This is an optimization exercise on Yosys and OpenROAD, whose aim is small area, not a production implementation.
Function was checked by simulation only, so behaviour that the tests miss may differ from the original.
Power figures rest on the tool's default switching activity, not on a simulated workload.

==> 01-01 <==
==> flow/design.v <==
module regfile_sb #(
  parameter int DATA_W   = 32,
  parameter int ADDR_W   = 5,
  parameter int ZERO_REG = 1
) (
  input  logic              clk,
  input  logic              reset,
  input  logic [ADDR_W-1:0] rd_addr_1,
  input  logic [ADDR_W-1:0] rd_addr_2,
  output logic [DATA_W-1:0] rd_data_1,
  output logic [DATA_W-1:0] rd_data_2,
  output logic              rd_pend_1,
  output logic              rd_pend_2,
  input  logic              wr_en,
  input  logic [ADDR_W-1:0] wr_addr,
  input  logic [DATA_W-1:0] wr_data,
  input  logic              iss_en,
  input  logic [ADDR_W-1:0] iss_addr,
  output logic              iss_stall,
  output logic [ADDR_W:0]   pend_cnt
);
  localparam int DEPTH = 1 << ADDR_W;
  localparam int NREG  = DEPTH - 1;    
  logic [DATA_W-1:0] mem_q [1:DEPTH-1];
  logic [DATA_W-1:0] mem_d [1:DEPTH-1];
  logic [DEPTH-1:1]  pend_q;
  logic [DEPTH-1:1]  pend_d;
  logic [ADDR_W:0]   pend_cnt_q;
  logic [ADDR_W:0]   pend_cnt_d;
  logic [DEPTH-1:1] wdec, idec, rdec1, rdec2;
  logic [DEPTH-1:1] wen_row, hold_row;
  always_comb begin
    for (int i = 1; i < DEPTH; i++) begin
      wdec[i]  = (wr_addr   == ADDR_W'(i));
      idec[i]  = (iss_addr  == ADDR_W'(i));
      rdec1[i] = (rd_addr_1 == ADDR_W'(i));
      rdec2[i] = (rd_addr_2 == ADDR_W'(i));
      wen_row[i]  = reset & wr_en & wdec[i];
      hold_row[i] = reset & ~(wr_en & wdec[i]);
    end
  end
  logic pend_iss, pend_wr;
  regfile_sb_rmux #(.N(NREG)) u_pend_iss (.d(pend_q), .s(idec), .y(pend_iss));
  regfile_sb_rmux #(.N(NREG)) u_pend_wr  (.d(pend_q), .s(wdec), .y(pend_wr));
  logic wr_ok_s, same_s, iss_ok_s, iss_set_s, set_new_s, clr_s;
  always_comb begin
    wr_ok_s   = reset & wr_en & (wr_addr != '0);
    same_s    = iss_en & wr_en & (iss_addr == wr_addr);
    iss_ok_s  = reset & iss_en & (same_s | ~pend_iss);
    iss_set_s = iss_ok_s & (iss_addr != '0);
    iss_stall = reset & iss_en & pend_iss & ~same_s;
    set_new_s = iss_set_s & ~pend_iss;
    clr_s     = wr_ok_s & pend_wr & ~(iss_set_s & same_s);
    for (int i = 1; i < DEPTH; i++)
      pend_d[i] = (pend_q[i] & hold_row[i]) | (iss_ok_s & idec[i]);
    if (!reset) pend_cnt_d = '0;
    else        pend_cnt_d = pend_cnt_q + {{ADDR_W{1'b0}}, set_new_s} - {{ADDR_W{1'b0}}, clr_s};
  end
  for (genvar i = 1; i < DEPTH; i++) begin : g_row
    for (genvar b = 0; b < DATA_W; b++) begin : g_bit
      regfile_sb_wsel u_w (.q(mem_q[i][b]), .h(hold_row[i]), .d(wr_data[b]),
                           .w(wen_row[i]), .y(mem_d[i][b]));
    end
  end
  always_ff @(posedge clk) begin
    for (int i = 1; i < DEPTH; i++) mem_q[i] <= mem_d[i];
    pend_q     <= pend_d;
    pend_cnt_q <= pend_cnt_d;
  end
  assign pend_cnt = pend_cnt_q;
  for (genvar b = 0; b < DATA_W; b++) begin : g_rd
    logic [DEPTH-1:1] col;
    for (genvar i = 1; i < DEPTH; i++) begin : g_col
      assign col[i] = mem_q[i][b];
    end
    regfile_sb_rmux #(.N(NREG)) u_r1 (.d(col), .s(rdec1), .y(rd_data_1[b]));
    regfile_sb_rmux #(.N(NREG)) u_r2 (.d(col), .s(rdec2), .y(rd_data_2[b]));
  end
  regfile_sb_rmux #(.N(NREG)) u_p1 (.d(pend_q), .s(rdec1), .y(rd_pend_1));
  regfile_sb_rmux #(.N(NREG)) u_p2 (.d(pend_q), .s(rdec2), .y(rd_pend_2));
endmodule
module regfile_sb_wsel (
  input  logic q, h, d, w,
  output logic y
);
  assign y = (q & h) | (d & w);
endmodule
module regfile_sb_aoi222 (
  input  logic a1, a2, b1, b2, c1, c2,
  output logic y
);
  assign y = ~((a1 & a2) | (b1 & b2) | (c1 & c2));
endmodule
module regfile_sb_rmux #(
  parameter int N = 31
) (
  input  logic [N-1:0] d,
  input  logic [N-1:0] s,
  output logic         y
);
  localparam int NG = N / 3;
  localparam int NR = N - 3 * NG;
  logic [NG+NR-1:0] g_n;    
  for (genvar k = 0; k < NG; k++) begin : g_aoi
    regfile_sb_aoi222 u_a (.a1(d[3*k]), .a2(s[3*k]), .b1(d[3*k+1]), .b2(s[3*k+1]),
                           .c1(d[3*k+2]), .c2(s[3*k+2]), .y(g_n[k]));
  end
  for (genvar k = 0; k < NR; k++) begin : g_rem
    assign g_n[NG+k] = ~(d[3*NG+k] & s[3*NG+k]);
  end
  assign y = ~&g_n;
endmodule
==> flow/flow/run.sh <==
#!/bin/bash
# Own flow: the standard layout, with synthesis remapped by an
# area-oriented ABC script (registers are unchanged: dfflibmap runs first).
set -euo pipefail
HERE=$(pwd)
export MY_ABC_SCRIPT=$HERE/flow/nf.abc
bash standard.sh SYNTH_SCRIPT=$HERE/flow/my_synth.tcl synth > $HERE/flow_synth.log 2>&1
bash standard.sh finish > $HERE/flow_finish.log 2>&1
==> flow/flow/my_synth.tcl <==
# The standard flow's synthesis (synth_recipe.tcl) with one change: every abc call uses
# the area-oriented mapping script given by MY_ABC_SCRIPT.
proc synth {args} { yosys synth -nofsm -noshare {*}$args }
proc abc {args} {
  set i [lsearch -exact $args -script]
  if {$i >= 0} { lset args [expr {$i+1}] $::env(MY_ABC_SCRIPT) }
  yosys abc {*}$args
}
source $::env(SCRIPTS_DIR)/synth.tcl
# left out here: clear keep_hierarchy, flatten, clean up, hide names made inside functions, write 1_2_yosys.v
==> flow/flow/nf.abc <==
&get -n; &nf -R 1000; &put
==> flow/standard.sh <==
#!/bin/bash
# synth_recipe.tcl (not shown) runs the flow's synth.tcl, then flattens the netlist and writes it again
# the make line also repeats each setting of config.mk as NAME=value (left out here)
make -C /OpenROAD-flow-scripts/flow DESIGN_CONFIG=/design/flow/config.mk WORK_HOME=/design/flow/orfs CLKGATE_MAP_FILE= SYNTH_SCRIPT=/design/flow/synth_recipe.tcl "${@:-finish}"
==> flow/config.mk <==
export PLATFORM = sky130hd
export DESIGN_NAME = regfile_sb
export DESIGN_NICKNAME = regfile_sb
export VERILOG_FILES = /design/flow/design.v
export SDC_FILE = /design/flow/constraint.sdc
export NUM_CORES = 4
export LEC_CHECK = 0
export CAP_MARGIN = 20
export CORE_MARGIN = 2
export CORE_UTILIZATION = 45
export PLACE_DENSITY = 0.6
export SLEW_MARGIN = 20
export SYNTH_HIERARCHICAL = 1
==> flow/constraint.sdc <==
create_clock -name core_clock -period 6.0 [get_ports {clk}]
set_input_delay 1.2000 -clock core_clock [delete_from_list [all_inputs] [get_ports {clk}]]
set_output_delay 1.2000 -clock core_clock [all_outputs]
set_load 0.01 [all_outputs]
==> 06-05: changes against 01-01 <==
==> flow/flow/run.sh (replaced) <==
#!/bin/bash
# Own flow: the standard layout, with synthesis remapped by an
# area-oriented ABC script (registers are unchanged: dfflibmap runs first),
# clock tree synthesis without dummy loads, and a small buffer on each port.
set -euo pipefail
HERE=$(pwd)
export MY_ABC_SCRIPT=$HERE/flow/nf.abc
bash standard.sh SYNTH_SCRIPT=$HERE/flow/my_synth.tcl synth > $HERE/flow_synth.log 2>&1
CTS="-sink_clustering_enable -repair_clock_nets -dont_use_dummy_load -buf_list {sky130_fd_sc_hd__clkbuf_8} -sink_clustering_size 14 -sink_clustering_max_diameter 60"
bash standard.sh "CTS_ARGS=$CTS" "BUFFER_PORTS_ARGS=-buffer_cell sky130_fd_sc_hd__buf_1" finish > $HERE/flow_finish.log 2>&1
==> flow/flow/nf.abc (replaced) <==
&get -n; &st; &synch2; &nf -R 1000; &put
Settings changed: CAP_MARGIN 20 to 5, CORE_UTILIZATION 45 to 50, SLEW_MARGIN 20 to 5.
==> qor summary <==
item                                                                                      01-01         06-05
Share of final-layout standard cells stronger than drive strength 1                       12.9%         10.8%
Startpoint of the worst setup timing path                                          rd_addr_1[4]  rd_addr_2[3]
Critical Path AT                                                                        4.91 ns       4.36 ns
Routed length on met1                                                                  74400 µm      70500 µm
Reg power frac                                                                            46.3%         60.5%
GR met3 Demand/Resource                                                                   16.5%         18.0%
Outcome                                                              complete, but fails checks  no timing/DRC/antenna violations
Reasons for failing layout checks                                          negative setup slack             -
Area of the die                                                                       91300 µm²     82000 µm²
Reg2Reg Launch Point                                                                 pend_q[13]    pend_q[28]
Register fraction of the total cell area                                                  41.5%         45.4%
Worst reg-to-reg path cell count                                                             14            12
Height of the die                                                                        302 µm        286 µm
Power density over the cells                                                         302 nW/µm²    253 nW/µm²
Global placement routability congestion                                                   0.956         0.952
Starting density of the core                                                              45.3%         50.5%
Accumulated negative setup slack                                                      -0.155 ns          0 ns
Static leakage                                                                        0.0179 µW     0.0165 µW
Total wire length                                                                     209000 µm     200000 µm

==> afterwards: timing with drivers on the ports <==
The results above use ideal ports. As a check the final layouts listed here were re-extracted and re-timed, cells and wires unchanged.
Step 1: set_driving_cell puts a clkbuf_16 on clk and a buf_2 on each other input, an assumption about the parent block.
Step 2 adds t to the input delays and takes it off the output delays; t is the mean of the earliest and latest rising clock arrival at the registers after step 1. Input paths then give back, and output paths get back, about the clock's delay inside the block.
Three values: ideal, step 1, step 2; two values: the first two.
run | shift t [ns] | setup slack, ns | slew at the worst register clock pin (ns)
01-01 | 0.764 | -0.108 / -0.155 / -0.155 | 0.06 / 0.06
06-05 | 0.784 | 0.439 / 0.348 / 0.348 | 0.10 / 0.10
For 06-05, which loses most, drivers alone change the setup slack by -0.091 ns; drivers and shift together by -0.091 ns.
